Background: an optimization exercise with open tools, aiming at small area, a short achievable clock period and few clock cycles. Do not read the settings as production practice. In this exercise RTL edits were held to simulation tests only and were not proved equivalent to the original. Power and IR drop assume default switching activity.

$ cat flow/run.sh
#!/bin/bash
# Standard layout, with the port buffers made from the smallest buffer cell and
# a clock tree of small buffers without dummy loads.
export BUFFER_PORTS_ARGS="-buffer_cell sky130_fd_sc_hd__buf_1"
export CTS_ARGS="-sink_clustering_enable -repair_clock_nets -dont_use_dummy_load -buf_list {sky130_fd_sc_hd__clkbuf_4 sky130_fd_sc_hd__clkbuf_8}"
bash standard.sh > standard.log 2>&1
$ cat standard.sh
#!/bin/bash
# synth_recipe.tcl (not shown) runs the flow's synth.tcl, then flattens the netlist and writes it again
# the make line also repeats each setting of config.mk as NAME=value (left out here)
make -C /OpenROAD-flow-scripts/flow DESIGN_CONFIG=/design/flow/config.mk WORK_HOME=/design/flow/orfs CLKGATE_MAP_FILE= SYNTH_SCRIPT=/design/flow/synth_recipe.tcl "${@:-finish}"
$ cat config.mk
export PLATFORM = sky130hd
export DESIGN_NAME = mem_subsystem
export DESIGN_NICKNAME = mem_subsystem
export VERILOG_FILES = /design/flow/design.v
export SDC_FILE = /design/flow/constraint.sdc
export NUM_CORES = 4
export LEC_CHECK = 0
export CAP_MARGIN = 20
export CORE_MARGIN = 2
export CORE_UTILIZATION = 25
export SETUP_SLACK_MARGIN = 3
export SLEW_MARGIN = 20
$ cat constraint.sdc
create_clock -name core_clock -period 7.0 [get_ports {clk_in}]
set_input_delay 1.4000 -clock core_clock [delete_from_list [all_inputs] [get_ports {clk_in}]]
set_output_delay 1.4000 -clock core_clock [all_outputs]
set_load 0.01 [all_outputs]
$ cat design.v
`timescale 1ns/1ps
package mem_req_pkg;
    typedef logic [31:0] addr_t;
    typedef logic [31:0] word_t;
    typedef logic [3:0] tag_t;
    typedef logic [1:0] access_len_t;
    localparam access_len_t LEN_BYTE = 2'd0;
    localparam access_len_t LEN_HALF = 2'd1;
    localparam access_len_t LEN_WORD = 2'd3;
    typedef struct packed {
        addr_t       addr;
        access_len_t len;
        logic        sext;
        tag_t        tag;
    } load_req_t;
    typedef struct packed {
        addr_t       addr;
        word_t       data;
        access_len_t len;
    } store_req_t;
endpackage
`timescale 1ns/1ps
package icache_pkg;
    localparam int OFFSET_BITS = $clog2(8);
    localparam int INDEX_BITS = $clog2(16);
    localparam int TAG_BITS = 18 - INDEX_BITS - OFFSET_BITS;
    typedef logic [8*8-1:0] line_t;
    typedef logic [INDEX_BITS-1:0] index_t;
    typedef logic [TAG_BITS-1:0] cache_tag_t;
endpackage
`timescale 1ns/1ps
module mem_subsystem (
    input  logic        clk_in,
    input  logic        rst_in,
    input  logic        rdy_in,
    input  logic [31:0] fetch_addr,
    output logic        fetch_hit,
    output logic [31:0] fetch_inst,
    input  logic        ld_valid,
    input  logic [31:0] ld_addr,
    input  logic [1:0]  ld_len,
    input  logic        ld_sext,
    input  logic [3:0]  ld_tag_in,
    output logic        ld_full,
    output logic        ld_done,
    output logic [31:0] ld_data,
    output logic [3:0]  ld_tag,
    input  logic        st_valid,
    input  logic [31:0] st_addr,
    input  logic [31:0] st_data,
    input  logic [1:0]  st_len,
    output logic        st_full,
    output logic        st_done,
    input  logic        io_buffer_full,
    input  logic [7:0]  mem_din,
    output logic [7:0]  mem_dout,
    output logic [31:0] mem_a,
    output logic        mem_wr
);
    logic        fm;
    logic        lm;
    logic        sm;
    logic [15:0] ra;
    logic [2:0]  rb;
    logic        dv;       
    logic [23:0] w;
    logic [1:0]  k;        
    logic [1:0]  last;     
    logic        sext_q;
    logic        st_done_q;
    logic        io_ok;    
    logic        hr;       
    logic        fetch_mode;
    logic        st_io;
    logic        ld_acc;
    logic        st_acc;
    logic        acc;
    logic        wide;
    logic        match;
    logic        cap;
    logic        restart;
    logic [17:0] port_a;
    logic [2:0]  rb_next;
    logic [31:0] raw;
    assign fetch_mode = fm;
    assign st_io = (st_addr[17:16] == 2'b11);
    assign ld_full = !fetch_mode;
    assign st_full = !fetch_mode || ld_valid || (st_io && !io_ok);
    assign ld_acc = fetch_mode && ld_valid;
    assign st_acc = fetch_mode && st_valid && !ld_valid && (io_ok || !st_io);
    assign acc = ld_acc || st_acc;
    assign wide = ld_valid ? (ld_len != 2'd0) : (st_len != 2'd0);
    assign match = (fetch_addr[17:2] == ra);
    assign cap = dv && match;
    assign fetch_hit = hr && match;
    assign fetch_inst = {mem_din, w};
    assign restart = !match || (rb[2] && !dv);
    assign port_a = ld_acc ? ld_addr[17:0] : st_acc ? st_addr[17:0] : {ra + {15'd0, rb[2]}, rb[1:0]};
    assign rb_next = {1'b0, port_a[1:0]} + 3'd1;
    assign mem_a = {14'd0, port_a};
    assign mem_wr = sm || st_acc;
    assign mem_dout = fetch_mode ? st_data[7:0] : w[7:0];
    assign st_done = st_done_q;
    assign ld_done = lm && (k == last);
    always_comb begin
        case (last)
            2'd0: raw = {{24{sext_q & mem_din[7]}}, mem_din};
            2'd1: raw = {{16{sext_q & mem_din[7]}}, mem_din, w[23:16]};
            default: raw = {mem_din, w};
        endcase
    end
    assign ld_data = raw;
    always_ff @(posedge clk_in) begin
        if (rdy_in) begin
            io_ok <= !io_buffer_full;
        end else if (rst_in) begin
            io_ok <= 1'b0;
        end
    end
    always_ff @(posedge clk_in) begin
        if (rst_in) begin
            fm <= 1'b1;
            lm <= 1'b0;
            sm <= 1'b0;
            dv <= 1'b0;
            hr <= 1'b0;
            st_done_q <= 1'b0;
            ra <= fetch_addr[17:2];
            rb <= 3'd0;
        end else if (rdy_in) begin
            st_done_q <= 1'b0;
            hr <= 1'b0;
            if (fm) begin
                    if (cap && !rb[2]) begin
                        w <= {mem_din, w[23:8]};
                    end
                    if (acc) begin
                        dv <= 1'b0;
                        k <= 2'd0;
                        if (ld_acc) begin
                            fm <= 1'b0;
                            lm <= 1'b1;
                            last <= ld_len;
                            sext_q <= ld_sext;
                            ld_tag <= ld_tag_in;
                        end else if (wide) begin
                            fm <= 1'b0;
                            sm <= 1'b1;
                            k <= 2'd1;
                            last <= st_len;
                            w <= st_data[31:8];
                        end else begin
                            st_done_q <= 1'b1;
                        end
                        if (wide) begin
                            ra <= port_a[17:2];
                            rb <= rb_next;
                        end
                    end else if (restart) begin
                        ra <= fetch_addr[17:2];
                        rb <= 3'd0;
                        dv <= 1'b0;
                    end else begin
                        ra <= port_a[17:2];
                        rb <= rb_next;
                        dv <= 1'b1;
                        hr <= (port_a[1:0] == 2'd3);
                    end
            end else if (lm) begin
                    if (k == last) begin
                        lm <= 1'b0;
                        fm <= 1'b1;
                        if (restart) begin
                            ra <= fetch_addr[17:2];
                            rb <= 3'd0;
                            dv <= 1'b0;
                        end else begin
                            ra <= port_a[17:2];
                            rb <= rb_next;
                            dv <= 1'b1;
                            hr <= (port_a[1:0] == 2'd3);
                        end
                    end else begin
                        k <= k + 2'd1;
                        w <= {mem_din, w[23:8]};
                        if (k + 2'd1 == last) begin
                            ra <= fetch_addr[17:2];
                            rb <= 3'd0;
                        end else begin
                            ra <= port_a[17:2];
                            rb <= rb_next;
                        end
                    end
            end else begin
                    if (k == last) begin
                        sm <= 1'b0;
                        fm <= 1'b1;
                        st_done_q <= 1'b1;
                        ra <= fetch_addr[17:2];
                        rb <= 3'd0;
                        dv <= 1'b0;
                    end else begin
                        k <= k + 2'd1;
                        w <= {8'd0, w[23:8]};
                        ra <= port_a[17:2];
                        rb <= rb_next;
                    end
            end
        end
    end
endmodule
==> flow_summary.toml, run 1 <==
[placement]
dpl.hpwl_mm = 11.9
place_congestion = 0.839
portBuffers = 206

[die]
dieArea_um2 = 19600
die_h_um = 140
core_area_um2 = 18100
fp.dieW_um = 140
rows = 49
io_pins = 265
start_util_pct = 25.6

[final_layout]
multi_input_area_um2 = 2700
area_growth_pct = 25.5
n_fill_cell = 1939
drive_above_1_share_pct = 14.2
finalNetCount = 865
mostFrequentLayoutCell = "buf_1"
seq_area_um2 = 1680
final_cell_mix = "buf_1, nand2_1, edfxtp_1"
antenna_cells = 0

[clock_network]
clkSlewWorstSetupHoldPaths_ns = 0.05
cts_root_buffer = "clkbuf_8"
cts_tree = "done"
numClockSinks = 59
cts.htree.levels = 3
cts_buffer_depth = 2
clk-insertion-delay-late_ns = 0.36
cts_hold_buf = 0
numCtsBuffers = 9

[global_route]
overflow = 0
grt_pass1_wl_mm = 24.7
antenna_found_initial = 0
grt_max_degree = 65
grt_usage_pct = 16.2
grt_pass1_vias = 4408

[synthesis]
synthCells = 515
synthArstFlopShare_pct = 0
syn_avg_cell_area_um2 = 8.99
ys_seq_elements = 59
netlist_area_um2 = 4630
ys_warn_count = 1
synth_ff_type = "edfxtp_1"
yosysSeqAreaShare_pct = 36.3
synth.distinct_cells = 54
synth-edff-count = 50

[timing]
final_max_slew_viol_count = 0
finalSetupViolations = 0
period_needed_ns = 3.98
slew_headroom_pct = 38.3
timing.fmax_mhz = 252
min_period_over_period_pct = 56.8
tightest_slew_ns = 0.926
skew_ns = 0.0273
holdWs_ns = 0.451
hold_viol = 0
tns_ns = 0
rsz0062_at_grt = "no"

[worst_setup_path]
crit_type = "primary input to output pin"
cp_max_fo = 6
worstSetupStartpoint = "st_addr[16]"
crit_path_end_kind = "output pin"
r2r_cells = 6
endpoint = "mem_a[11]"
cp.required_ns = 5.60
regToRegSetupSlack_ns = 3.81
start_kind = "primary input"
rr_endpoint = "ra[5]"
r2r_start = "fm"
arrival_ns = 2.58

[routing]
drcViolationCount = 0
vias = 4783
wl_mm = 16.7
ant_nets = 0
drt_iter0_markers = 328
viasPerCell = 5.10
avgRoutedWirePerCell_um = 17.8
drt-pass1-iter-count = 23

[run_status]
status = "timing/DRC/antenna clean"

[power_and_ir_drop]
irDropWorstVdd_v = 0.0000688
power_density_nw_per_um2 = 175
total_leakage_power_nw = 2.20

[flow_run]
maxCapViolCount = 0

[min_path]
hold_class = "flop to flop"
min_path_cells = 2
==> worst min path at each step <==
stage	endpoint	startpoint
6_report	rb[0]	rb[0]
5_1_grt	hr	hr
4_1_cts	rb[0]	rb[0]
3_5_place_dp	rb[0]	rb[0]
3_3_place_gp	rb[0]	rb[0]
2_1_floorplan	rb[0]	rb[0]
==> synthesized netlist by cell type, types with 4 or more instances <==
cell       instances  share of area, %
nand3b_1           5              0.81
nor2b_1            8               1.1
mux2i_1           10               2.2
nand2_1           63               5.1
nor3_1             4              0.43
clkbuf_1          27               2.2
buf_6              6               1.5
o21ai_0           44               4.8
and4_1             4              0.76
a21oi_1           24               2.6
xor2_1            26               4.9
a22oi_1            7               1.1
o2bb2ai_1          9               1.7
o22ai_1           12               1.6
nand4_1            6              0.81
edfxtp_1          50                32
dfxtp_1            9               3.9
a221o_1           13               2.8
and3_1            37               5.0
mux2_2            22               5.4
inv_1              5              0.41
nor2_1            31               2.5
xnor2_1            9               1.7
nand3_1            6              0.65
buf_2              5              0.54
a221o_2           10               2.4
nor4_1             4              0.54
buf_4             22               3.6
==> per-layer routing <==
metal / track usage, % / wire (um) / vias up
li1: - / - / 2277
met1: 22.1 / 7330 / 2278
met2: 25.3 / 7880 / 198
met3: 2.97 / 1030 / 30
met4: 6.49 / 420 / 0
met5: 0 / 0 / -
==> final cells by class <==
type | count | share of cell area (%)
repair buffers | 231 | 17.1
flip-flops and latches | 59 | 29.0
well taps | 229 | 4.93
clock buffers | 9 | 2.13
multi-input cells | 404 | 46.5
inverters | 6 | 0.388
==> power breakdown <==
group | switching (mW) | internal, mW | total (mW)
combinational | 0.184 | 0.134 | 0.318
sequential | 0.0375 | 0.419 | 0.457
clock | 0.126 | 0.114 | 0.240
==> registers in the layout (all words and copies together), names as in the netlist <==
name / flops
lm: 1
ld_tag: 4
rb: 3
hr: 1
ra: 16
dv: 1
last: 2
io_ok: 1
sm: 1
fm: 1
st_done_q: 1
w: 24
sext_q: 1
k: 2
==> kinds of logic after synthesis <==
family	share of synthesized area [%]
and+or+nand+nor	19.6
AOI/OAI and AO/OA	20.8
buffers and inverters	8.24
DFF	36.3
xor gates and xnor gates	6.62
muxes	7.51
adders and majority gates	0.811
other	0.0810
==> through the flow <==
step | util, % | setup WS, ns | cell area [um^2] | power [mW] | instances
6_report | 32.1 | 3.02 | 5810 | 1.02 | 938
5_1_grt | 32.1 | 2.99 | 5810 | 1.07 | 938
4_1_cts | 31.3 | 3.00 | 5660 | 1.01 | 924
3_5_place_dp | 30.0 | 2.17 | 5420 | 0.753 | 908
3_3_place_gp | 30.0 | 2.18 | 5420 | 0.751 | 908
2_1_floorplan | - | 3.03 | 4680 | 0.654 | 528
==> worst max-delay path, stage by stage <==
cell,delay (ns)
buf_1,0.15
nand3b_1,0.14
buf_4,0.18
nand3_4,0.08
buf_4,0.19
o22ai_1,0.11
a21oi_1,0.16
clkbuf_2,0.16
==> timing repair <==
item                                    in CTS  in global routing
gates resized for setup                     20                 28
pin swaps                                    3                  9
setup buffers                                7                 13
cloned                                       0                  1
endpoints found under the setup margin      27                 17
endpoints found under the hold margin        0                  0
Testbench counts, summed over its fixed seeds: cycles 24,672.
==> inputs of run 2 (changes only) <==
--- a/config.mk
+++ b/config.mk
@@ -7,6 +7,6 @@
 export LEC_CHECK = 0
 export CAP_MARGIN = 20
 export CORE_MARGIN = 2
-export CORE_UTILIZATION = 25
+export CORE_UTILIZATION = 40
 export SETUP_SLACK_MARGIN = 3
 export SLEW_MARGIN = 20
==> flow_summary.toml, run 2 <==
[placement]
dp.cells = 821
place_congestion = 0.868
portBuffers = 206
dpl.hpwl_mm = 10.7

[final_layout]
final_cell_mix = "buf_1, nand2_1, edfxtp_1"
reg.largest.list = "w: 24 flops, ra: 16 flops, ld_tag: 4 flops"
seq_area_um2 = 1680
n_fill_cell = 1138
antenna_cells = 0
drive_above_1_share_pct = 15.0
mostFrequentLayoutCell = "buf_1"
layout.cells.non_filler = 849
postLayoutCoreUtil_pct = 50.8
largest_register_ffs = 24
finalNetCount = 862
multi_input_area_um2 = 2750
area_growth_pct = 24.8
top_register = "w"

[synthesis]
synth_most_common_cell = "nand2_1"
ys_seq_elements = 59
synth_ff_type = "edfxtp_1"
synthTopCellsByCount = "nand2_1, edfxtp_1, o21ai_0"
synthCells = 515
synth.distinct_cells = 54
synth_top_area_share_pct = 32.4
synth-edff-count = 50
yosysSeqAreaShare_pct = 36.3
ys_warn_count = 1
netlist_area_um2 = 4630
synth_top_area_cell = "edfxtp_1"
syn_avg_cell_area_um2 = 8.99
synthArstFlopShare_pct = 0
synth.area.top_cells = "edfxtp_1, mux2_2, nand2_1"

[global_route]
grt_pass1_wl_mm = 23.0
grt_usage_pct = 23.0
grt_max_degree = 65
overflow = 0
antenna_found_initial = 0
grt_pass1_vias = 4403

[clock_network]
cts_hold_buf = 0
clk-insertion-delay-late_ns = 0.34
numClockSinks = 59
cts_tree = "done"
numCtsBuffers = 9
clkSlewWorstSetupHoldPaths_ns = 0.07
cts_buffer_depth = 2
cts.htree.levels = 3
cts_root_buffer = "clkbuf_8"

[die]
core_area_um2 = 11400
fp.dieW_um = 112
start_util_pct = 40.7
rows = 39
die_h_um = 112
dieArea_um2 = 12500
io_pins = 265

[run_status]
status = "timing/DRC/antenna clean"

[timing]
hold_viol = 0
timing.fmax_mhz = 253
tns_ns = 0
tightest_slew_ns = 0.951
rsz0062_at_grt = "no"
finalSetupViolations = 0
skew_ns = 0.0198
holdWs_ns = 0.468
final_max_slew_viol_count = 0
min_period_over_period_pct = 56.4
period_needed_ns = 3.95
slew_headroom_pct = 36.2

[worst_setup_path]
cp_max_fo = 5
cp.required_ns = 5.60
crit_slowest_cell = "nor2b_4"
slowest_delay_ns = 0.30
path_buf_inv = 3
start_kind = "primary input"
crit_type = "primary input to output pin"
cp_cell_sequence = "buf_12 > nand3b_1 > nor2b_4 > buf_6 > nor2_4 > o21ai_2 > buf_2"
arrival_ns = 2.55
crit_family = "simple AND/OR/NAND/NOR gates"
crit_path_end_kind = "output pin"

[min_path]
hold_class = "flop to flop"

[flow_run]
maxCapViolCount = 0

[routing]
drcViolationCount = 0
drt_iter0_markers = 282
wl_mm = 15.3
avgRoutedWirePerCell_um = 18.0
viasPerCell = 5.59
ant_nets = 0
drt-pass1-iter-count = 5
vias = 4749

[power_and_ir_drop]
p_total_mw = 1.02
irDropWorstVdd_v = 0.000100
power_density_nw_per_um2 = 176
total_leakage_power_nw = 2.21
## run 2: report_power, final
part	internal, mW	total (mW)	switching (mW)
Clock	0.114	0.239	0.124
Sequential	0.419	0.455	0.0355
Combinational	0.138	0.323	0.185
## run 2: cell families (layout without fill, tap and decap cells)
group	Yosys count	in the layout	synth area share (%)
DFF	59	59	36.3
other	1	14	0.0810
adders and majority gates	3	3	0.811
muxes	32	32	7.51
and+or+nand+nor	180	181	19.6
AOI/OAI and AO/OA	139	140	20.8
xor gates and xnor gates	35	35	6.62
buffers and inverters	66	242	8.24
## run 2: what timing repair did
action                     4_1_cts  5_1_grt
pin swaps                        2        8
gates cloned                     1        2
setup buffers                    6       10
setup endpoints to repair       43       19
resized for setup               13       53
## run 2: area by class of cell
class	instances	area share, %
multi-input cells	405	47.6
inverters	6	0.390
well taps	143	3.10
repair buffers	227	17.7
flip-flops and latches	59	29.1
clock buffers	9	2.14
## run 2: through the flow
stage	worst slack, ns	instance area, um^2
after floorplan	3.03	4680
after global placement	2.11	5310
after detailed placement	2.05	5310
after CTS	2.94	5540
after global routing	2.99	5780
final	3.05	5780
## run 2: layer usage
layer  up-vias  share of wire [%]  track usage [%]
li1       2274                  -                -
met1      2268                 43             30.8
met2       197                 49             39.1
met4         0               0.91             6.01
met3        10                6.3             3.65
met5         -                  0                0
## run 2: path summary, 6_finish.rpt
| path | start | endpoint | slack (ns) | cells after the start |
|---|---|---|---|---|
| min reg2reg | rb[1] | rb[1] | 0.47 | 2 |
| max reg2reg | fm | ra[3] | 3.79 | 6 |
| max | ld_valid | mem_a[7] | 3.05 | 7 |
| min | rb[1] | rb[1] | 0.47 | 2 |
## run 2: worst min-delay path, cell delays in order, from the launching register on
cell	delay [ns]
dfxtp_1	0.33
nand2_1	0.05
o21ai_0	0.05
==> inputs of run 3 (changes only) <==
--- a/design.v
+++ b/design.v
@@ -155,6 +155,9 @@
                         if (wide) begin
                             ra <= port_a[17:2];
                             rb <= rb_next;
+                        end else if (!match) begin
+                            ra <= fetch_addr[17:2];
+                            rb <= 3'd0;
                         end
                     end else if (restart) begin
                         ra <= fetch_addr[17:2];
--- a/config.mk
+++ b/config.mk
@@ -7,6 +7,6 @@
 export LEC_CHECK = 0
 export CAP_MARGIN = 20
 export CORE_MARGIN = 2
-export CORE_UTILIZATION = 40
+export CORE_UTILIZATION = 30
 export SETUP_SLACK_MARGIN = 3
 export SLEW_MARGIN = 20
==> flow_summary.toml, run 3 <==
[synthesis]
synth_xor_xnor_area_share_pct = 6.55
syn_avg_cell_area_um2 = 9.42
ys_warn_count = 1
synth-compound-area-share_pct = 22.9
yosysSeqAreaShare_pct = 38.3
synth-edff-count = 50
synthArstFlopShare_pct = 0
synth_ff_type = "edfxtp_1"
ys_seq_elements = 59
synth.area.top_cells = "edfxtp_1, nand2_1, xor2_1"
synth_fa_ha_area_share_pct = 0.855
synth_top_area_cell = "edfxtp_1"
synth_top_family_by_area = "compound AO/OA/AOI/OAI gates"
synthTopCellsByCount = "nand2_1, edfxtp_1, o21ai_0"
synth-simple-area-share_pct = 15.6
synthMuxAreaShare_pct = 8.55
synth_most_common_cell = "nand2_1"
synth_top_area_share_pct = 34.2
netlist_area_um2 = 4390
synthCells = 466
synth.distinct_cells = 59

[clock_network]
cts.htree.levels = 3
cts_hold_buf = 0
cts_buffer_depth = 2
cts_root_buffer = "clkbuf_8"
numClockSinks = 59
cts_tree = "done"
numCtsBuffers = 9
clkSlewWorstSetupHoldPaths_ns = 0.06
clk-insertion-delay-late_ns = 0.35

[power_and_ir_drop]
power_density_nw_per_um2 = 176
irDropWorstVdd_v = 0.0000722
total_leakage_power_nw = 2.10
p_total_mw = 1.01

[routing]
drt_iter0_markers = 234
avgRoutedWirePerCell_um = 17.3
ant_nets = 0
vias = 4377
drcViolationCount = 0
viasPerCell = 5.05
drt-pass1-iter-count = 4
wl_mm = 15.0

[final_layout]
antenna_cells = 0
largest_register_ffs = 24
reg.largest.list = "w: 24 flops, ra: 16 flops, ld_tag: 4 flops"
area_growth_pct = 30.9
n_fill_cell = 1510
top_register = "w"
seq_area_um2 = 1680
drive_above_1_share_pct = 16.4
multi_input_area_um2 = 2570
layout.cells.non_filler = 866
finalNetCount = 838
mostFrequentLayoutCell = "buf_1"
final_cell_mix = "buf_1, nand2_1, edfxtp_1"

[timing]
finalSetupViolations = 0
hold_viol = 0
skew_ns = 0.00622
min_period_over_period_pct = 57.3
final_max_slew_viol_count = 0
slew_headroom_pct = 44.2
post-route-worst-setup-slack_ns = 2.99
tightest_slew_ns = 0.838
rsz0062_at_grt = "yes"
tns_ns = 0
timing.fmax_mhz = 249
period_needed_ns = 4.01

[global_route]
grt_pass1_vias = 4155
overflow = 0
grt_usage_pct = 18.8
grt_pass1_wl_mm = 23.0
antenna_found_initial = 0
grt_max_degree = 46

[die]
fp.dieW_um = 125
dieArea_um2 = 15600
rows = 44
core_area_um2 = 14400
start_util_pct = 30.4
io_pins = 265
die_h_um = 125

[placement]
dpl.hpwl_mm = 10.9
portBuffers = 206
dp.cells = 826
dp_slack_ns = 2.08
place_congestion = 0.840

[worst_setup_path]
crit_type = "primary input to output pin"
cp_max_fo = 8
cp.required_ns = 5.60
crit_path_end_kind = "output pin"
start_kind = "primary input"
arrival_ns = 2.61

[flow_run]
maxCapViolCount = 0

[run_status]
status = "timing/DRC/antenna clean"

[min_path]
hold_class = "flop to flop"
[run 3: cell types whose count changed after synthesis, sizes merged, moves of 4 or more]
| cell | before | now |
|---|---|---|
| a221o | 23 | 8 |
| a2bb2oi | 0 | 17 |
| and3 | 37 | 5 |
| clkbuf | 27 | 15 |
| nand2b | 3 | 7 |
| nand4 | 6 | 1 |
| nor2 | 31 | 25 |
| o21ai | 46 | 42 |
| o22ai | 12 | 25 |
| xnor2 | 9 | 5 |
[run 3: area by class of cell]
class | instances | area share (%)
tap | 184 | 4.00
clock buffer | 9 | 2.15
multi-input combinational | 368 | 44.7
inverter | 2 | 0.131
sequential | 59 | 29.3
timing repair buffer | 244 | 19.7
[run 3: worst paths after layout]
check,depth (start not counted),from,to,slack (ns)
max,7,st_addr[17],mem_a[7],2.99
min,2,rb[0],rb[0],0.46
max reg2reg,16,io_ok,ra[2],3.76
min reg2reg,2,rb[0],rb[0],0.46
[run 3: cell families (layout without fill, tap and decap cells)]
logic type                 after synthesis  after routing
AOI/OAI and AO/OA                      146            146
and+or+nand+nor                        142            142
DFF                                     59             59
buffers and inverters                   52            255
xor gates and xnor gates                32             32
muxes                                   31             31
adders and majority gates                3              3
other                                    1             14
[run 3: power by group]
group          internal (mW)  total, mW  switching, mW  leakage [nW]
clock network          0.114      0.239          0.125        0.0647
logic                  0.143      0.324          0.182          1.48
registers              0.418      0.449         0.0311         0.554
total                  0.675       1.01          0.338          2.10
[run 3: layer usage]
layer / vias to the layer above / share of wire [%] / GRT usage [%]
li1: 2145 / - / -
met1: 2001 / 42 / 23.5
met2: 210 / 48 / 31.6
met3: 21 / 8.3 / 5.39
met4: 0 / 1.8 / 5.56
met5: - / 0 / 0
[run 3: stage by stage]
stage               util, %  hold WS [ns]  area [um^2]
floorplan                 -         0.437         4440
global placement       36.0         0.449         5190
detailed placement     36.0         0.453         5190
CTS                    38.4         0.460         5550
global route           39.9         0.499         5750
finish                 39.9         0.459         5750
[run 3: worst max-delay path, cell delays in order]
cell and delay (ns):
buf_6 0.07, nand3b_1 0.20, nand3_4 0.19, buf_6 0.17
nor2_1 0.08, o31ai_2 0.30, buf_2 0.19
[run 3: timing repair]
item	in CTS	in global routing
gates resized for setup	32	27
endpoints found under the setup margin	28	35
cloned	0	0
setup buffers	18	13
pin swaps	6	12
Testbench counts of run 3, summed over its fixed seeds: cycles 24,615.
==> inputs of run 4 (changes only) <==
--- a/config.mk
+++ b/config.mk
@@ -7,6 +7,7 @@
 export LEC_CHECK = 0
 export CAP_MARGIN = 20
 export CORE_MARGIN = 2
-export CORE_UTILIZATION = 30
+export CORE_UTILIZATION = 40
+export GPL_TIMING_DRIVEN = 0
 export SETUP_SLACK_MARGIN = 3
 export SLEW_MARGIN = 20
==> flow_summary.toml, run 4 <==
[final_layout]
drive_above_1_share_pct = 19.4
reg.largest.list = "w: 24 flops, ra: 16 flops, ld_tag: 4 flops"
final_cell_mix = "buf_1, nand2_1, edfxtp_1"
largest_register_ffs = 24
antenna_cells = 0
area_growth_pct = 35.4
top_register = "w"
n_fill_cell = 1037
mostFrequentLayoutCell = "buf_1"
finalNetCount = 869
seq_area_um2 = 1680
multi_input_area_um2 = 2610

[power_and_ir_drop]
switching_share_pct = 33.4
pwr-share-clk_pct = 23.0
p_sw_uw = 343
seqPwrFrac_pct = 43.8
irDropWorstVdd_v = 0.0000865
combinationalPowerShare_pct = 33.2
total_leakage_power_nw = 2.24
intPower_uw = 685
power_density_nw_per_um2 = 173

[worst_setup_path]
cp_cell_sequence = "buf_8 > nand3b_1 > and3_4 > bufbuf_16 > a22oi_1 > o21ai_1 > clkbuf_2"
start_kind = "primary input"
crit_path_end_kind = "output pin"
slowest_delay_ns = 0.27
cp.required_ns = 5.60
arrival_ns = 2.58
cp_max_fo = 5
crit_type = "primary input to output pin"
crit_slowest_cell = "and3_4"

[clock_network]
clkSlewWorstSetupHoldPaths_ns = 0.05
cts_tree = "done"
numCtsBuffers = 9
cts_root_buffer = "clkbuf_8"
clk-insertion-delay-late_ns = 0.34
cts.htree.levels = 3
numClockSinks = 59
cts_buffer_depth = 2
cts_hold_buf = 0

[routing]
viasPerCell = 5.43
avgRoutedWirePerCell_um = 17.7
drcViolationCount = 0
drt-pass1-iter-count = 5
wl_mm = 15.1
vias = 4636
drt_iter0_markers = 349
ant_nets = 0

[timing]
skew_ns = 0.0225
tns_ns = 0
min_period_over_period_pct = 56.9
post-route-worst-setup-slack_ns = 3.02
tightest_slew_ns = 0.851
hold_viol = 0
slew_headroom_pct = 43.3
rsz0062_at_grt = "yes"
finalSetupViolations = 0
timing.fmax_mhz = 251
final_max_slew_viol_count = 0
period_needed_ns = 3.98

[die]
dieArea_um2 = 11800
io_pins = 265
die_h_um = 109
rows = 38
start_util_pct = 40.7
core_area_um2 = 10800
fp.dieW_um = 109

[placement]
portBuffers = 206
dp_slack_ns = 1.97
dpl.hpwl_mm = 11.4
place_congestion = 0.881

[synthesis]
synth_ff_type = "edfxtp_1"
synthTopCellsByCount = "nand2_1, edfxtp_1, o21ai_0"
netlist_area_um2 = 4390
syn_avg_cell_area_um2 = 9.42
synth.area.top_cells = "edfxtp_1, nand2_1, xor2_1"
synth_top_area_share_pct = 34.2
synth-edff-count = 50
synthCells = 466
synth_most_common_cell = "nand2_1"
ys_seq_elements = 59
synthArstFlopShare_pct = 0
synth.distinct_cells = 59
synth_top_area_cell = "edfxtp_1"
yosysSeqAreaShare_pct = 38.3
ys_warn_count = 1

[run_status]
status = "timing/DRC/antenna clean"

[global_route]
antenna_found_initial = 0
overflow = 0
grt_usage_pct = 24.4
grt_pass1_vias = 4220
grt_pass1_wl_mm = 22.0
grt_max_degree = 25

[min_path]
hold_class = "flop to flop"

[flow_run]
maxCapViolCount = 0
-- run 4: cell count changes in the layout (fill, tap and decap cells not counted), moves of 6 or more --
cell,previous run,this run
buf_4,34,42
buf_1,195,189
buf_2,4,13
clkbuf_1,0,12
-- run 4: final timing paths --
kind / to / slack [ns] / startpoint / depth (start not counted)
worst max-delay path: mem_a[16] / 3.02 / st_addr[16] / 7
worst min-delay path: rb[1] / 0.46 / rb[1] / 2
worst max register to register: ra[5] / 4.05 / ra[3] / 7
worst min register to register: rb[1] / 0.46 / rb[1] / 2
-- run 4: cells by family after synthesis --
family,after synthesis,share of synthesized area (%)
AO/OA/AOI/OAI,146,22.9
AND/OR/NAND/NOR,142,15.6
flip-flops,59,38.3
buffers and inverters,52,7.10
XOR/XNOR,32,6.55
multiplexers,31,8.55
adder cells (fa/ha/maj),3,0.855
other,1,0.0854
-- run 4: power by group through the flow --
stage / clock (mW) / combinational [mW] / sequential (mW)
floorplan: 0 / 0.192 / 0.451
global placement: 0 / 0.295 / 0.455
detailed placement: 0 / 0.299 / 0.455
CTS: 0.242 / 0.321 / 0.448
global route: 0.257 / 0.372 / 0.453
finish: 0.236 / 0.341 / 0.450
-- run 4: worst max-delay path: cells and delay by family --
kind,cells,cell delay (ns)
buffers and inverters,3,0.53
AND/OR/NAND/NOR,2,0.47
AO/OA/AOI/OAI,2,0.18
-- run 4: repair_timing --
action                                  CTS  global route
setup buffers                            10             8
endpoints found under the setup margin   27            29
gates resized for setup                  42            40
pin swaps                                 8            12
gates cloned                              1             0
-- run 4: through the flow --
step | cell area (um^2) | instances | utilization, % | hold slack [ns] | total power, mW
finish | 5940 | 853 | 55.1 | 0.456 | 1.03
CTS | 5750 | 845 | 53.2 | 0.461 | 1.01
global route | 5940 | 853 | 55.1 | 0.488 | 1.08
floorplan | 4440 | 479 | - | 0.437 | 0.643
detailed placement | 5400 | 825 | 50.0 | 0.455 | 0.754
global placement | 5390 | 825 | 49.9 | 0.447 | 0.751
-- run 4: per-layer routing --
| metal | vias up | GRT usage [%] | part of all wire [%] |
|---|---|---|---|
| met5 | - | 0 | 0 |
| met4 | 0 | 7.33 | 1.4 |
| met3 | 18 | 3.29 | 6.4 |
| met2 | 205 | 41.3 | 50 |
| met1 | 2206 | 32.5 | 42 |
| li1 | 2207 | - | - |
-- run 4: layout make-up --
type,count,area share (%)
multi-input cells,368,43.9
clock buffers,9,2.08
well taps,140,2.95
flip-flops and latches,59,28.3
inverters,2,0.126
repair buffers,225,16.9
plain buffers,50,5.73
==> inputs of run 5 (changes only) <==
--- a/config.mk
+++ b/config.mk
@@ -8,6 +8,5 @@
 export CAP_MARGIN = 20
 export CORE_MARGIN = 2
 export CORE_UTILIZATION = 40
-export GPL_TIMING_DRIVEN = 0
 export SETUP_SLACK_MARGIN = 3
 export SLEW_MARGIN = 20
==> flow_summary.toml, run 5 <==
[run_status]
status = "timing/DRC/antenna clean"

[final_layout]
postLayoutCoreUtil_pct = 50.3
finalNetCount = 818
reg.largest.list = "w: 24 flops, ra: 16 flops, ld_tag: 4 flops"
largest_register_ffs = 24
n_fill_cell = 1066
antenna_cells = 0
final_cell_mix = "buf_1, nand2_1, edfxtp_1"
top_register = "w"
drive_above_1_share_pct = 11.8
multi_input_area_um2 = 2530
area_growth_pct = 23.8
mostFrequentLayoutCell = "buf_1"
seq_area_um2 = 1680
layout.cells.non_filler = 802

[power_and_ir_drop]
total_leakage_power_nw = 1.96
p_total_uw = 984
power_density_nw_per_um2 = 181
irDropWorstVdd_v = 0.0000821

[placement]
place_congestion = 0.856
dp_slack_ns = 2.20
portBuffers = 206
dpl.hpwl_mm = 10.3
dp.cells = 780

[clock_network]
numCtsBuffers = 9
numClockSinks = 59
cts.htree.levels = 3
cts_root_buffer = "clkbuf_8"
cts_tree = "done"
clkSlewWorstSetupHoldPaths_ns = 0.04
clk-insertion-delay-late_ns = 0.34
cts_hold_buf = 0
cts_buffer_depth = 2

[synthesis]
synth-edff-count = 50
synth.distinct_cells = 59
synth_top_area_cell = "edfxtp_1"
synth_ff_type = "edfxtp_1"
synth.area.top_cells = "edfxtp_1, nand2_1, xor2_1"
yosysSeqAreaShare_pct = 38.3
synthTopCellsByCount = "nand2_1, edfxtp_1, o21ai_0"
synth_top_area_share_pct = 34.2
synth_most_common_cell = "nand2_1"
synthArstFlopShare_pct = 0
ys_warn_count = 1
ys_seq_elements = 59
syn_avg_cell_area_um2 = 9.42
synthCells = 466
netlist_area_um2 = 4390

[timing]
rsz0062_at_grt = "yes"
hold_viol = 0
finalSetupViolations = 0
post-route-worst-setup-slack_ns = 2.98
final_max_slew_viol_count = 0
period_needed_ns = 4.02
timing.fmax_mhz = 249
tightest_slew_ns = 0.879
tns_ns = 0
slew_headroom_pct = 41.4
min_period_over_period_pct = 57.4
skew_ns = 0.0348

[routing]
vias = 4452
drt_iter0_markers = 287
drt-pass1-iter-count = 4
viasPerCell = 5.55
drcViolationCount = 0
avgRoutedWirePerCell_um = 17.7
wl_mm = 14.2
ant_nets = 0

[worst_setup_path]
start_kind = "primary input"
r2r_cells = 8
arrival_ns = 2.62
rr_endpoint = "w[1]"
r2r_start = "ra[12]"
crit_path_end_kind = "output pin"
cp_max_fo = 6
cp_cell_sequence = "buf_1 > and3_4 > nor3_1 > o31ai_2 > buf_2"
crit_slowest_cell = "and3_4"
regToRegSetupSlack_ns = 3.93
crit_type = "primary input to output pin"
path_buf_inv = 2
cp.required_ns = 5.60
crit_family = "buffers and inverters"
slowest_delay_ns = 0.33

[global_route]
grt_max_degree = 46
antenna_found_initial = 0
grt_usage_pct = 23.0
grt_pass1_wl_mm = 21.0
overflow = 0
grt_pass1_vias = 3989

[die]
start_util_pct = 40.7
io_pins = 265
fp.dieW_um = 109
die_h_um = 109
dieArea_um2 = 11800
rows = 38
core_area_um2 = 10800

[min_path]
min_path_cells = 2
hold_class = "flop to flop"
hp-start = "rb[0]"
holdPathEnd = "rb[0]"

[flow_run]
maxCapViolCount = 0
run 5: cell counts after synthesis:
Identical to the previous run, type by type.
run 5: worst register-to-register path, cell delays in order (launching register included):
cell and delay, ns:
edfxtp_1 0.46, xor2_1 0.21, nor4_2 0.38, nand4_1 0.25, buf_4 0.20, buf_4 0.14, or2_0 0.50, o21a_2 0.47
a2bb2oi_1 0.18
run 5: cells by family (layout without fill, tap and decap cells):
logic type      Yosys count  after routing  share of synthesized area [%]
fa+ha+maj                 3              3                          0.855
compound gates          146            146                           22.9
mux                      31             31                           8.55
simple gates            142            143                           15.6
xor+xnor                 32             32                           6.55
flops                    59             59                           38.3
buf+inv                  52            234                           7.10
other cells               1             14                         0.0854
run 5: timing repair:
item                                   CTS  global route
gates resized for setup                 21             7
setup buffers                           10             2
setup endpoints to repair               27            20
pin swaps                                6             4
gates cloned                             0             1
endpoints found under the hold margin    0             0
run 5: how the worst max path moves through the flow:
stage	from	end	slack [ns]	depth (start not counted)
final	st_valid	mem_a[7]	2.98	5
after global routing	fetch_addr[14]	fetch_hit	2.91	6
after CTS	fetch_addr[14]	fetch_hit	3.01	6
after detailed placement	ld_valid	mem_a[1]	2.20	7
after global placement	ld_valid	mem_a[12]	2.26	6
after floorplan	st_addr[17]	mem_a[12]	2.96	5
run 5: report_power, final:
part	total [mW]	switching (mW)	internal, mW	leakage [nW]
sequential	0.450	0.0320	0.418	0.555
combinational	0.300	0.175	0.125	1.34
clock	0.234	0.120	0.114	0.0647
run 5: per-stage QoR:
step / hold WS [ns] / cell area, um^2
6_report: 0.459 / 5430
5_1_grt: 0.469 / 5430
4_1_cts: 0.455 / 5390
3_5_place_dp: 0.448 / 5120
3_3_place_gp: 0.444 / 5120
2_1_floorplan: 0.437 / 4440
run 5: final cells by class:
class,instances,area share (%)
Sequential cell,59,30.9
Inverter,2,0.138
Multi-Input combinational cell,369,46.6
Tap cell,140,3.22
Timing Repair Buffer,223,16.8
Clock buffer,9,2.28
run 5: routing by layer:
metal	share of wire [%]	wire [um]	GRT usage [%]
met1	43	6060	31.4
met2	49	6930	38.0
met3	6.5	923	2.93
met4	1.8	249	7.51
met5	0	0	0
==> inputs of run 6 (changes only) <==
--- a/config.mk
+++ b/config.mk
@@ -7,6 +7,6 @@
 export LEC_CHECK = 0
 export CAP_MARGIN = 20
 export CORE_MARGIN = 2
-export CORE_UTILIZATION = 40
+export CORE_UTILIZATION = 45
 export SETUP_SLACK_MARGIN = 3
 export SLEW_MARGIN = 20
==> flow_summary.toml, run 6 <==
[run_status]
status = "timing/DRC/antenna clean"

[final_layout]
drive_above_1_share_pct = 15.0
mostFrequentLayoutCell = "buf_1"
top_register = "w"
finalNetCount = 818
largest_register_ffs = 24
area_growth_pct = 26.9
fin_area_um2 = 5570
reg.largest.list = "w: 24 flops, ra: 16 flops, ld_tag: 4 flops"
antenna_cells = 0
final_cell_mix = "buf_1, nand2_1, edfxtp_1"

[synthesis]
synth_fa_ha_area_share_pct = 0.855
synth-compound-area-share_pct = 22.9
synth_top_area_cell = "edfxtp_1"
synthMuxAreaShare_pct = 8.55
synth_ff_type = "edfxtp_1"
synth.area.top_cells = "edfxtp_1, nand2_1, xor2_1"
synth-simple-area-share_pct = 15.6
syn_avg_cell_area_um2 = 9.42
synth.distinct_cells = 59
synth_top_area_share_pct = 34.2
ys_seq_elements = 59
synthArstFlopShare_pct = 0
netlist_area_um2 = 4390
synth_top_family_by_area = "compound AO/OA/AOI/OAI gates"
yosysSeqAreaShare_pct = 38.3
synth-edff-count = 50
synthTopCellsByCount = "nand2_1, edfxtp_1, o21ai_0"
synthCells = 466
synth_xor_xnor_area_share_pct = 6.55
synth_most_common_cell = "nand2_1"
ys_warn_count = 1

[power_and_ir_drop]
power_density_nw_per_um2 = 181
combinationalPowerShare_pct = 31.5
switching_share_pct = 33.8
total_leakage_power_nw = 2.02
p_sw_uw = 340
irDropWorstVdd_v = 0.0000856
intPower_uw = 667
seqPwrFrac_pct = 44.7
pwr-share-clk_pct = 23.9

[timing]
timing.fmax_mhz = 249
rsz0062_at_grt = "yes"
finalSetupViolations = 0
period_needed_ns = 4.02
tightest_slew_ns = 0.869
min_period_over_period_pct = 57.4
hold_viol = 0
slew_headroom_pct = 42.0
holdWs_ns = 0.472
tns_ns = 0
skew_ns = 0.0160
final_max_slew_viol_count = 0

[die]
io_pins = 265
dieArea_um2 = 10600
fp.dieW_um = 103
core_area_um2 = 9640
start_util_pct = 45.5
rows = 36
die_h_um = 103

[placement]
place_congestion = 0.817
dpl_cell_area_um2 = 5110
dpl.hpwl_mm = 10.1
portBuffers = 206

[worst_setup_path]
cp_max_fo = 7
worstSetupStartpoint = "st_addr[17]"
r2r_start = "last[0]"
crit_path_end_kind = "output pin"
start_kind = "primary input"
crit_type = "primary input to output pin"
arrival_ns = 2.62
cp.required_ns = 5.60

[routing]
drt-pass1-iter-count = 5
wl_mm = 13.9
drcViolationCount = 0
vias = 4418
drt_iter0_markers = 190
avgRoutedWirePerCell_um = 17.5
viasPerCell = 5.56
ant_nets = 0

[clock_network]
numCtsBuffers = 9
clk-insertion-delay-late_ns = 0.35
numClockSinks = 59
cts_tree = "done"
cts_buffer_depth = 2
clkSlewWorstSetupHoldPaths_ns = 0.06
cts_hold_buf = 0
cts_root_buffer = "clkbuf_8"
cts.htree.levels = 3

[global_route]
antenna_found_initial = 0
overflow = 0
grt_max_degree = 47
grt_usage_pct = 25.7
grt_pass1_wl_mm = 20.8
grt_pass1_vias = 3967

[flow_run]
maxCapViolCount = 0

[min_path]
hold_class = "flop to flop"
hp-start = "rb[0]"
run 6: worst max-delay path: stages:
cell      delay (ns)
buf_1           0.10
nand3b_1        0.20
and3_4          0.28
buf_12          0.14
a22oi_1         0.21
o21ai_1         0.14
buf_1           0.15
run 6: per-stage QoR:
stage | util (%) | setup WS, ns | std cells | total power [mW]
global route | 57.8 | 2.96 | 795 | 1.06
floorplan | - | 2.96 | 479 | 0.643
CTS | 56.1 | 3.00 | 792 | 0.988
global placement | 53.1 | 2.39 | 773 | 0.730
detailed placement | 53.1 | 2.40 | 773 | 0.735
finish | 57.8 | 2.98 | 795 | 1.01
run 6: area by class of cell:
class	count	area (um^2)
fillers	930	4070
well taps	133	166
multi-input cells	368	2620
repair buffers	224	976
inverters	2	7.51
clock buffers	9	124
flip-flops and latches	59	1680
run 6: power groups by stage:
stage / Combinational, mW / Clock, mW / Sequential, mW
global route: 0.350 / 0.260 / 0.454
global placement: 0.276 / 0 / 0.454
detailed placement: 0.280 / 0 / 0.455
CTS: 0.298 / 0.242 / 0.448
floorplan: 0.192 / 0 / 0.451
finish: 0.317 / 0.240 / 0.450
run 6: cell families after synthesis:
family	Yosys count
compound gates	146
simple gates	142
flops	59
buf+inv	52
xor+xnor	32
mux	31
fa+ha+maj	3
other cells	1
run 6: path summary, 6_finish.rpt:
path / end / slack (ns) / depth (start not counted)
worst max-delay path: mem_a[16] / 2.98 / 7
worst min-delay path: rb[0] / 0.47 / 2
worst max register to register: ra[2] / 3.93 / 6
worst min register to register: rb[0] / 0.47 / 2
run 6: repair_timing:
action	CTS	global route
pin swaps	6	12
resized for setup	32	36
buffers inserted	10	3
setup endpoints to repair	26	21
run 6: layer usage:
metal | vias up | GRT usage [%] | part of all wire (%)
li1 | 2097 | - | -
met1 | 2059 | 31.9 | 41
met2 | 226 | 43.6 | 50
met3 | 36 | 4.75 | 6.3
met4 | 0 | 11.8 | 2.9
met5 | - | 0 | 0
==> inputs of run 7 (changes only) <==
--- a/config.mk
+++ b/config.mk
@@ -7,6 +7,6 @@
 export LEC_CHECK = 0
 export CAP_MARGIN = 20
 export CORE_MARGIN = 2
-export CORE_UTILIZATION = 45
-export SETUP_SLACK_MARGIN = 3
+export CORE_UTILIZATION = 40
+export SETUP_SLACK_MARGIN = 3.1
 export SLEW_MARGIN = 20
==> flow_summary.toml, run 7 <==
[run_status]
status = "timing/DRC/antenna clean"

[min_path]
hold_class = "flop to flop"

[clock_network]
cts_root_buffer = "clkbuf_8"
numClockSinks = 59
cts.htree.levels = 3
cts_buffer_depth = 2
clkSlewWorstSetupHoldPaths_ns = 0.06
numCtsBuffers = 9
cts_hold_buf = 0
clk-insertion-delay-late_ns = 0.33
cts_tree = "done"

[routing]
drt-pass1-iter-count = 5
drt_iter0_markers = 311
wl_mm = 14.8
drcViolationCount = 0
viasPerCell = 5.54
vias = 4510
avgRoutedWirePerCell_um = 18.2
ant_nets = 0

[final_layout]
antenna_cells = 0
layout.cells.non_filler = 814
top_register = "w"
area_growth_pct = 33.7
fin_area_um2 = 5870
drive_above_1_share_pct = 20.2
final_cell_mix = "buf_1, nand2_1, edfxtp_1"
largest_register_ffs = 24
postLayoutCoreUtil_pct = 54.4
reg.largest.list = "w: 24 flops, ra: 16 flops, ld_tag: 4 flops"
finalNetCount = 830
mostFrequentLayoutCell = "buf_1"

[worst_setup_path]
cp.required_ns = 5.60
crit_type = "primary input to output pin"
cp_max_fo = 5
crit_path_end_kind = "output pin"
regToRegSetupSlack_ns = 3.91
start_kind = "primary input"
arrival_ns = 2.57

[placement]
portBuffers = 206
place_congestion = 0.862
dp_slack_ns = 2.17
dpl_cell_area_um2 = 5120
dpl.hpwl_mm = 10.3
dp.cells = 779

[synthesis]
netlist_area_um2 = 4390
synthArstFlopShare_pct = 0
synthCells = 466
ys_seq_elements = 59
ys_warn_count = 1
synth_top_area_share_pct = 34.2
synth.area.top_cells = "edfxtp_1, nand2_1, xor2_1"
synth_top_area_cell = "edfxtp_1"
synth-edff-count = 50
synthTopCellsByCount = "nand2_1, edfxtp_1, o21ai_0"
synth_ff_type = "edfxtp_1"
syn_avg_cell_area_um2 = 9.42
yosysSeqAreaShare_pct = 38.3
synth.distinct_cells = 59
synth_most_common_cell = "nand2_1"

[power_and_ir_drop]
irDropWorstVdd_v = 0.000107
p_total_mw = 1.04
total_leakage_power_nw = 2.15
power_density_nw_per_um2 = 177

[timing]
finalSetupViolations = 0
period_needed_ns = 3.97
tightest_slew_ns = 0.781
skew_ns = 0.0188
min_period_over_period_pct = 56.7
final_max_slew_viol_count = 0
post-route-worst-setup-slack_ns = 3.03
hold_viol = 0
slew_headroom_pct = 47.9
holdWs_ns = 0.488
timing.fmax_mhz = 252
rsz0062_at_grt = "yes"
tns_ns = 0

[die]
core_area_um2 = 10800
dieArea_um2 = 11800
start_util_pct = 40.7
die_h_um = 109
rows = 38
fp.dieW_um = 109
io_pins = 265

[global_route]
grt_usage_pct = 24.2
grt_pass1_wl_mm = 22.1
grt_pass1_vias = 4313
overflow = 0
antenna_found_initial = 0
grt_max_degree = 46

[flow_run]
maxCapViolCount = 0
## run 7: cell counts after synthesis
Identical to the previous run, type by type.
## run 7: cells by family after synthesis
group | after synthesis | synth area share, %
compound gates | 146 | 22.9
xor+xnor | 32 | 6.55
fa+ha+maj | 3 | 0.855
buf+inv | 52 | 7.10
flops | 59 | 38.3
mux | 31 | 8.55
other cells | 1 | 0.0854
simple gates | 142 | 15.6
## run 7: layer usage
metal / part of all wire (%) / global-route usage [%] / vias to the layer above
li1: - / - / 2127
met1: 43 / 33.1 / 2163
met2: 48 / 39.5 / 200
met3: 6.3 / 3.41 / 20
met4: 1.7 / 7.88 / 0
met5: 0 / 0 / -
## run 7: final timing paths
kind,start,to,cells after the start
worst min-delay path,rb[0],rb[0],2
worst max register to register,ra[8],w[3],10
worst max-delay path,st_addr[16],mem_a[0],8
worst min register to register,rb[0],rb[0],2
## run 7: area by class of cell
| class | count | area (um^2) |
|---|---|---|
| Sequential cell | 59 | 1680 |
| Inverter | 2 | 7.51 |
| Clock buffer | 9 | 124 |
| Multi-Input combinational cell | 369 | 2750 |
| Fill cell | 1034 | 4920 |
| Timing Repair Buffer | 235 | 1130 |
| Tap cell | 140 | 175 |
## run 7: power breakdown
group	leakage (nW)	switching [mW]	internal (mW)
registers	0.555	0.0324	0.418
clock network	0.0647	0.121	0.115
logic	1.53	0.198	0.156
total	2.15	0.351	0.688
## run 7: critical path, cell delays in order
cell and delay (ns):
buf_6 0.07, nand3b_1 0.19, buf_4 0.21, a31oi_4 0.28, buf_4 0.18, nand2_2 0.05, nand2_2 0.07, buf_6 0.10
## run 7: timing repair
item,4_1_cts,5_1_grt
resized for setup,61,51
setup buffers,20,5
pin swaps,13,15
endpoints found under the setup margin,27,51
endpoints found under the hold margin,0,0
cloned,0,1
==> inputs of run 8 (changes only) <==
--- a/config.mk
+++ b/config.mk
@@ -8,5 +8,5 @@
 export CAP_MARGIN = 20
 export CORE_MARGIN = 2
 export CORE_UTILIZATION = 40
-export SETUP_SLACK_MARGIN = 3.1
+export SETUP_SLACK_MARGIN = 2.8
 export SLEW_MARGIN = 20
==> flow_summary.toml, run 8 <==
[final_layout]
antenna_cells = 0
n_fill_cell = 1072
mostFrequentLayoutCell = "buf_1"
multi_input_area_um2 = 2510
seq_area_um2 = 1680
finalNetCount = 811
drive_above_1_share_pct = 9.92
area_growth_pct = 22.1
reg.largest.list = "w: 24 flops, ra: 16 flops, ld_tag: 4 flops"
largest_register_ffs = 24
layout.cells.non_filler = 795
top_register = "w"
final_cell_mix = "buf_1, nand2_1, edfxtp_1"

[routing]
drt-pass1-iter-count = 4
ant_nets = 0
vias = 4409
drcViolationCount = 0
viasPerCell = 5.55
wl_mm = 14.1
drt_iter0_markers = 276
avgRoutedWirePerCell_um = 17.7

[global_route]
grt_max_degree = 46
overflow = 0
antenna_found_initial = 0
grt_pass1_vias = 3941
grt_usage_pct = 22.9
grt_pass1_wl_mm = 20.9

[power_and_ir_drop]
pwr-share-clk_pct = 24.0
p_sw_uw = 325
intPower_uw = 652
combinationalPowerShare_pct = 30.0
seqPwrFrac_pct = 46.0
switching_share_pct = 33.3
total_leakage_power_nw = 1.90
irDropWorstVdd_v = 0.0000841
p_total_uw = 977
power_density_nw_per_um2 = 182

[timing]
rsz0062_at_grt = "no"
holdWs_ns = 0.460
tns_ns = 0
timing.fmax_mhz = 240
slew_headroom_pct = 42.5
finalSetupViolations = 0
final_max_slew_viol_count = 0
period_needed_ns = 4.17
skew_ns = 0.0344
tightest_slew_ns = 0.863
min_period_over_period_pct = 59.5
hold_viol = 0

[clock_network]
clkSlewWorstSetupHoldPaths_ns = 0.05
cts_tree = "done"
clk-insertion-delay-late_ns = 0.35
cts.htree.levels = 3
numCtsBuffers = 9
numClockSinks = 59
cts_root_buffer = "clkbuf_8"
cts_buffer_depth = 2
cts_hold_buf = 0

[min_path]
hold_class = "flop to flop"
hp-start = "rb[0]"

[synthesis]
ys_warn_count = 1
synth_most_common_cell = "nand2_1"
synth.area.top_cells = "edfxtp_1, nand2_1, xor2_1"
synth_top_area_share_pct = 34.2
synthArstFlopShare_pct = 0
netlist_area_um2 = 4390
synth.distinct_cells = 59
synthTopCellsByCount = "nand2_1, edfxtp_1, o21ai_0"
ys_seq_elements = 59
synth_ff_type = "edfxtp_1"
synth_top_area_cell = "edfxtp_1"
yosysSeqAreaShare_pct = 38.3
synth-edff-count = 50
syn_avg_cell_area_um2 = 9.42
synthCells = 466

[worst_setup_path]
worstSetupStartpoint = "ld_valid"
crit_path_end_kind = "output pin"
crit_slowest_cell = "o31ai_2"
cp_cell_sequence = "buf_2 > nor2b_4 > and3_4 > nor3_1 > o31ai_2 > buf_1"
start_kind = "primary input"
r2r_start = "ra[3]"
cp.required_ns = 5.60
cp_max_fo = 11
crit_type = "primary input to output pin"
arrival_ns = 2.77
slowest_delay_ns = 0.33

[die]
start_util_pct = 40.7
die_h_um = 109
io_pins = 265
core_area_um2 = 10800
dieArea_um2 = 11800
fp.dieW_um = 109
rows = 38

[flow_run]
maxCapViolCount = 0

[placement]
portBuffers = 206
dp.cells = 780
dpl.hpwl_mm = 10.3
place_congestion = 0.856

[run_status]
status = "timing/DRC/antenna clean"
==> run 8: power groups by stage <==
stage | Clock, mW | Combinational, mW | Sequential, mW
after floorplan | 0 | 0.192 | 0.451
after global placement | 0 | 0.276 | 0.455
after detailed placement | 0 | 0.280 | 0.456
after CTS | 0.239 | 0.288 | 0.449
after global routing | 0.253 | 0.322 | 0.453
final | 0.235 | 0.293 | 0.450
==> run 8: final timing paths <==
check | endpoint | slack, ns | cells past startpoint
worst min-delay path | rb[0] | 0.46 | 2
worst max register to register | w[1] | 3.99 | 7
worst max-delay path | mem_a[7] | 2.83 | 6
worst min register to register | rb[0] | 0.46 | 2
==> run 8: critical path, delay by kind of cell <==
family,cells,cell delay [ns]
AO/OA/AOI/OAI,1,0.33
buffers and inverters,2,0.38
AND/OR/NAND/NOR,3,0.65
==> run 8: cell families (layout without fill, tap and decap cells) <==
| family | count (synthesis) | count (layout) | share of synthesized area, % |
|---|---|---|---|
| buffers and inverters | 52 | 228 | 7.10 |
| xor gates and xnor gates | 32 | 32 | 6.55 |
| other | 1 | 14 | 0.0854 |
| muxes | 31 | 31 | 8.55 |
| AOI/OAI and AO/OA | 146 | 146 | 22.9 |
| DFF | 59 | 59 | 38.3 |
| and+or+nand+nor | 142 | 142 | 15.6 |
| adders and majority gates | 3 | 3 | 0.855 |
==> run 8: routing by layer <==
layer	track usage (%)	part of all wire, %	vias up
met5	0	0	-
met2	37.9	49	175
met4	7.14	1.5	0
met1	31.2	43	2129
met3	2.93	5.7	15
li1	-	-	2090
==> run 8: cell type report <==
class                   instances  share of cell area [%]
flip-flops and latches         59                    31.4
clock buffers                   9                    2.31
multi-input cells             368                    46.9
repair buffers                217                    16.0
well taps                     140                    3.27
inverters                       2                   0.140
==> run 8: through the flow <==
step                      area (um^2)  setup WS, ns  utilization (%)
after CTS                        5320          2.80             49.3
final                            5360          2.83             49.7
after global routing             5360          2.78             49.7
after global placement           5120          2.26             47.5
after floorplan                  4440          2.96                -
after detailed placement         5120          2.20             47.5
==> run 8: repair_timing <==
| action | CTS | global route |
|---|---|---|
| pin swaps | 1 | 2 |
| setup buffers | 3 | 3 |
| gates resized for setup | 13 | 3 |
| setup endpoints to repair | 20 | 21 |
==> inputs of run 9 (changes only) <==
--- a/config.mk
+++ b/config.mk
@@ -8,5 +8,5 @@
 export CAP_MARGIN = 20
 export CORE_MARGIN = 2
 export CORE_UTILIZATION = 40
-export SETUP_SLACK_MARGIN = 2.8
+export SETUP_SLACK_MARGIN = 2.9
 export SLEW_MARGIN = 20
==> flow_summary.toml, run 9 <==
[synthesis]
synth_top_area_cell = "edfxtp_1"
synth_top_area_share_pct = 34.2
yosysSeqAreaShare_pct = 38.3
ys_warn_count = 1
synthArstFlopShare_pct = 0
ys_seq_elements = 59
synth-edff-count = 50
synth.distinct_cells = 59
synth.area.top_cells = "edfxtp_1, nand2_1, xor2_1"
synth_ff_type = "edfxtp_1"
synthCells = 466
syn_avg_cell_area_um2 = 9.42
netlist_area_um2 = 4390
synth_most_common_cell = "nand2_1"
synthTopCellsByCount = "nand2_1, edfxtp_1, o21ai_0"

[clock_network]
numCtsBuffers = 9
cts.htree.levels = 3
cts_hold_buf = 0
clkSlewWorstSetupHoldPaths_ns = 0.04
numClockSinks = 59
cts_tree = "done"
clk-insertion-delay-late_ns = 0.34
cts_root_buffer = "clkbuf_8"
cts_buffer_depth = 2

[die]
fp.dieW_um = 109
io_pins = 265
rows = 38
die_h_um = 109
core_area_um2 = 10800
start_util_pct = 40.7
dieArea_um2 = 11800

[min_path]
hold_class = "flop to flop"
min_path_cells = 2

[final_layout]
fin_area_um2 = 5390
largest_register_ffs = 24
mostFrequentLayoutCell = "buf_1"
antenna_cells = 0
postLayoutCoreUtil_pct = 49.9
drive_above_1_share_pct = 10.7
final_cell_mix = "buf_1, nand2_1, edfxtp_1"
finalNetCount = 813
area_growth_pct = 22.7
reg.largest.list = "w: 24 flops, ra: 16 flops, ld_tag: 4 flops"
n_fill_cell = 1072
top_register = "w"

[routing]
ant_nets = 0
drcViolationCount = 0
drt-pass1-iter-count = 5
vias = 4362
viasPerCell = 5.47
drt_iter0_markers = 275
avgRoutedWirePerCell_um = 17.6
wl_mm = 14.1

[power_and_ir_drop]
seqPwrFrac_pct = 46.0
total_leakage_power_nw = 1.92
intPower_uw = 654
p_sw_uw = 325
switching_share_pct = 33.2
pwr-share-clk_pct = 23.8
combinationalPowerShare_pct = 30.2
irDropWorstVdd_v = 0.0000820
power_density_nw_per_um2 = 182

[placement]
portBuffers = 206
place_congestion = 0.856
dpl.hpwl_mm = 10.3
dpl_cell_area_um2 = 5120

[timing]
tightest_slew_ns = 0.874
skew_ns = 0.0343
timing.fmax_mhz = 248
finalSetupViolations = 0
rsz0062_at_grt = "no"
holdWs_ns = 0.458
tns_ns = 0
min_period_over_period_pct = 57.5
slew_headroom_pct = 41.8
final_max_slew_viol_count = 0
hold_viol = 0
period_needed_ns = 4.03

[global_route]
use_met2_pct = 38.1
grt_pass1_vias = 3951
antenna_found_initial = 0
grtUsageMet3_pct = 2.93
overflow = 0
grt_busiest_layer = "met2"
grt_max_degree = 46
grt_usage_pct = 23.1
grt_pass1_wl_mm = 21.0
grt_use_met1_pct = 31.5

[worst_setup_path]
start_kind = "primary input"
r2r_cells = 8
crit_type = "primary input to output pin"
arrival_ns = 2.63
cp.required_ns = 5.60
cp_max_fo = 2
crit_path_end_kind = "output pin"

[run_status]
status = "timing/DRC/antenna clean"

[flow_run]
maxCapViolCount = 0
-- run 9: area by class of cell --
type                            count  area [um^2]  area share [%]
Multi-Input combinational cell    368         2520            46.9
Sequential cell                    59         1680            31.2
Timing Repair Buffer              219          875            16.2
Tap cell                          140          175            3.25
Clock buffer                        9          124            2.30
Inverter                            2         7.51           0.139
-- run 9: worst paths after layout --
kind                  from   endpoint  slack [ns]
max          fetch_addr[5]  fetch_hit        2.97
min                  rb[0]      rb[0]        0.46
max reg2reg          ra[3]       w[1]        3.90
min reg2reg          rb[0]      rb[0]        0.46
-- run 9: routing by layer --
layer  part of all wire, %  up-vias
li1                      -     2092
met1                    44     2089
met2                    49      169
met3                   5.8       12
met4                   1.2        0
met5                     0        -
-- run 9: per-stage QoR --
stage | cells | worst slack (ns) | power (mW)
final | 797 | 2.97 | 0.978
after global routing | 797 | 2.91 | 1.03
after CTS | 795 | 2.92 | 0.978
after detailed placement | 780 | 2.20 | 0.736
after global placement | 780 | 2.26 | 0.731
after floorplan | 479 | 2.96 | 0.643
-- run 9: worst max-delay path, cell delays in order --
cell and delay, ns:
buf_1 0.10, xor2_1 0.18, nor4_4 0.37, nand4_1 0.25, nor2_1 0.15, buf_1 0.16
-- run 9: power groups by stage --
stage	clock network (mW)	logic [mW]	registers, mW
2_1_floorplan	0	0.192	0.451
3_3_place_gp	0	0.276	0.455
3_5_place_dp	0	0.280	0.456
4_1_cts	0.239	0.290	0.449
5_1_grt	0.253	0.325	0.453
6_report	0.233	0.296	0.449
-- run 9: cells by family after synthesis --
group	share of synthesized area, %
buf+inv	7.10
other cells	0.0854
fa+ha+maj	0.855
mux	8.55
flops	38.3
compound gates	22.9
xor+xnor	6.55
simple gates	15.6
-- run 9: what timing repair did --
item | in CTS | in global routing
setup buffers | 6 | 2
endpoints found under the setup margin | 27 | 3
resized for setup | 16 | 7
pin swaps | 3 | 2
==> inputs of run 10 (changes only) <==
--- a/config.mk
+++ b/config.mk
@@ -8,5 +8,5 @@
 export CAP_MARGIN = 20
 export CORE_MARGIN = 2
 export CORE_UTILIZATION = 40
-export SETUP_SLACK_MARGIN = 2.9
+export SETUP_SLACK_MARGIN = 2.95
 export SLEW_MARGIN = 20
==> flow_summary.toml, run 10 <==
[run_status]
status = "timing/DRC/antenna clean"

[timing]
tightest_slew_ns = 0.882
tns_ns = 0
skew_ns = 0.0344
hold_viol = 0
period_needed_ns = 4.05
final_max_slew_viol_count = 0
timing.fmax_mhz = 247
min_period_over_period_pct = 57.9
finalSetupViolations = 0
post-route-worst-setup-slack_ns = 2.95
slew_headroom_pct = 41.2
rsz0062_at_grt = "yes"

[synthesis]
synth.distinct_cells = 59
synth_top_area_cell = "edfxtp_1"
ys_warn_count = 1
netlist_area_um2 = 4390
synthTopCellsByCount = "nand2_1, edfxtp_1, o21ai_0"
synthArstFlopShare_pct = 0
synth_top_area_share_pct = 34.2
synth_ff_type = "edfxtp_1"
syn_avg_cell_area_um2 = 9.42
synthCells = 466
synth.area.top_cells = "edfxtp_1, nand2_1, xor2_1"
synth_most_common_cell = "nand2_1"
synth-edff-count = 50
ys_seq_elements = 59
yosysSeqAreaShare_pct = 38.3

[clock_network]
cts_buffer_depth = 2
cts_hold_buf = 0
numCtsBuffers = 9
clkSlewWorstSetupHoldPaths_ns = 0.04
cts_root_buffer = "clkbuf_8"
cts_tree = "done"
numClockSinks = 59
cts.htree.levels = 3
clk-insertion-delay-late_ns = 0.34

[routing]
drcViolationCount = 0
vias = 4405
viasPerCell = 5.52
drt_iter0_markers = 282
avgRoutedWirePerCell_um = 17.6
ant_nets = 0
drt-pass1-iter-count = 4
wl_mm = 14.1

[worst_setup_path]
r2r_cells = 6
cp_common_cell = "buf_1"
endpoint = "fetch_hit"
rr_endpoint = "ra[15]"
cp_cell_sequence = "buf_1 > xor2_1 > nor4_2 > buf_4 > nand4_1 > nor2_1 > buf_1"
crit_slowest_cell = "nor4_2"
start_kind = "primary input"
r2r_start = "last[0]"
worstSetupStartpoint = "fetch_addr[17]"
cp_max_fo = 2
arrival_ns = 2.65
crit_path_end_kind = "output pin"
cp.required_ns = 5.60
slowest_delay_ns = 0.28
regToRegSetupSlack_ns = 3.98
crit_type = "primary input to output pin"

[final_layout]
multi_input_area_um2 = 2520
layout.cells.non_filler = 798
drive_above_1_share_pct = 10.8
finalNetCount = 814
area_growth_pct = 22.9
final_cell_mix = "buf_1, nand2_1, edfxtp_1"
mostFrequentLayoutCell = "buf_1"
fin_area_um2 = 5400
top_register = "w"
antenna_cells = 0
reg.largest.list = "w: 24 flops, ra: 16 flops, ld_tag: 4 flops"
seq_area_um2 = 1680
largest_register_ffs = 24
n_fill_cell = 1069

[placement]
dpl.hpwl_mm = 10.3
dp.cells = 780
place_congestion = 0.856
portBuffers = 206
dpl_cell_area_um2 = 5120
dp_slack_ns = 2.20

[die]
rows = 38
core_area_um2 = 10800
start_util_pct = 40.7
dieArea_um2 = 11800
die_h_um = 109
fp.dieW_um = 109
io_pins = 265

[min_path]
min_path_cells = 2
hold_class = "flop to flop"

[global_route]
grt_pass1_wl_mm = 21.0
grt_pass1_vias = 3965
overflow = 0
antenna_found_initial = 0
grt_usage_pct = 23.0
grt_max_degree = 46

[power_and_ir_drop]
total_leakage_power_nw = 1.93
power_density_nw_per_um2 = 181
irDropWorstVdd_v = 0.0000819

[flow_run]
maxCapViolCount = 0
-- run 10: critical path: cells and delay by family --
| family | cells | cell delay (ns) |
|---|---|---|
| buffers and inverters | 3 | 0.43 |
| AND/OR/NAND/NOR | 3 | 0.64 |
| XOR/XNOR | 1 | 0.17 |
-- run 10: timing repair --
item | in CTS | in global routing
cloned | 0 | 0
pin swaps | 4 | 4
buffers inserted | 7 | 2
gates resized for setup | 17 | 7
endpoints found under the hold margin | 0 | 0
endpoints found under the setup margin | 27 | 21
-- run 10: worst min path at each step --
stage          start    end  slack (ns)
6_report       rb[0]  rb[0]        0.46
5_1_grt        rb[0]  rb[0]        0.47
4_1_cts        rb[0]  rb[0]        0.46
3_5_place_dp   rb[0]  rb[0]        0.45
3_3_place_gp   rb[0]  rb[0]        0.44
2_1_floorplan  rb[0]  rb[0]        0.44
-- run 10: kinds of logic after synthesis --
kind of cell | Yosys count | synth area share [%]
xor+xnor | 32 | 6.55
simple gates | 142 | 15.6
compound gates | 146 | 22.9
mux | 31 | 8.55
buf+inv | 52 | 7.10
fa+ha+maj | 3 | 0.855
flops | 59 | 38.3
other cells | 1 | 0.0854
-- run 10: layout make-up --
type                       count  area share, %
inverter                       2          0.139
clock buffer                   9           2.30
multi-input combinational    368           46.7
tap                          140           3.25
timing repair buffer         220           16.4
sequential                    59           31.2
-- run 10: report_power, final --
part	switching [mW]	leakage [nW]	total (mW)	internal, mW
clock	0.118	0.0647	0.233	0.114
combinational	0.173	1.31	0.296	0.123
sequential	0.0317	0.555	0.449	0.418
-- run 10: layer usage --
layer	vias to the layer above	track usage [%]	routed length, um	share of wire (%)
met5	-	0	0	0
met4	0	7.14	238	1.7
met3	17	2.93	837	6.0
met2	178	38.1	6870	49
met1	2117	31.3	6110	43
li1	2093	-	-	-
-- run 10: per-stage QoR --
step	utilization, %	power (mW)	hold WS [ns]
floorplan	-	0.643	0.437
global placement	47.5	0.731	0.444
detailed placement	47.5	0.736	0.448
CTS	49.6	0.979	0.455
global route	50.0	1.03	0.469
finish	50.0	0.978	0.459

-- what the ideal ports hide --
In the flow no input, the clock included, has a driving cell. The finished layouts below were timed again as built, in two steps. Step 1 sets driving cells, clkbuf_16 on the clock port and buf_2 on the other inputs (assumed; they add their load-dependent delay and slew). Step 2 also shifts input and output timing later by t, the mid clock arrival at the registers, as if the neighbouring blocks saw the same clock. a / b / c = ideal ports / drivers / drivers and shift; a / b = the first two.
run | t, ns | setup slack, ns | worst slew at a driven data input, ns
run 1 | 0.382 | 3.025 / 3.003 / 2.880 | 0.06
run 2 | 0.368 | 3.053 / 2.974 / 2.974 | 0.12
run 3 | 0.380 | 2.989 / 2.952 / 2.709 | 0.07
run 4 | 0.360 | 3.018 / 2.977 / 2.977 | 0.06
run 5 | 0.364 | 2.984 / 2.948 / 2.910 | 0.06
run 6 | 0.374 | 2.980 / 2.956 / 2.956 | 0.05
run 7 | 0.353 | 3.031 / 2.992 / 2.889 | 0.06
run 8 | 0.364 | 2.834 / 2.816 / 2.816 | 0.06
run 9 | 0.362 | 2.972 / 2.950 / 2.897 | 0.06
run 10 | 0.362 | 2.948 / 2.928 / 2.928 | 0.07
After both steps every run listed still meets setup and hold. For run 3, which loses most, drivers alone change the setup slack by -0.037 ns; drivers and shift together by -0.280 ns.
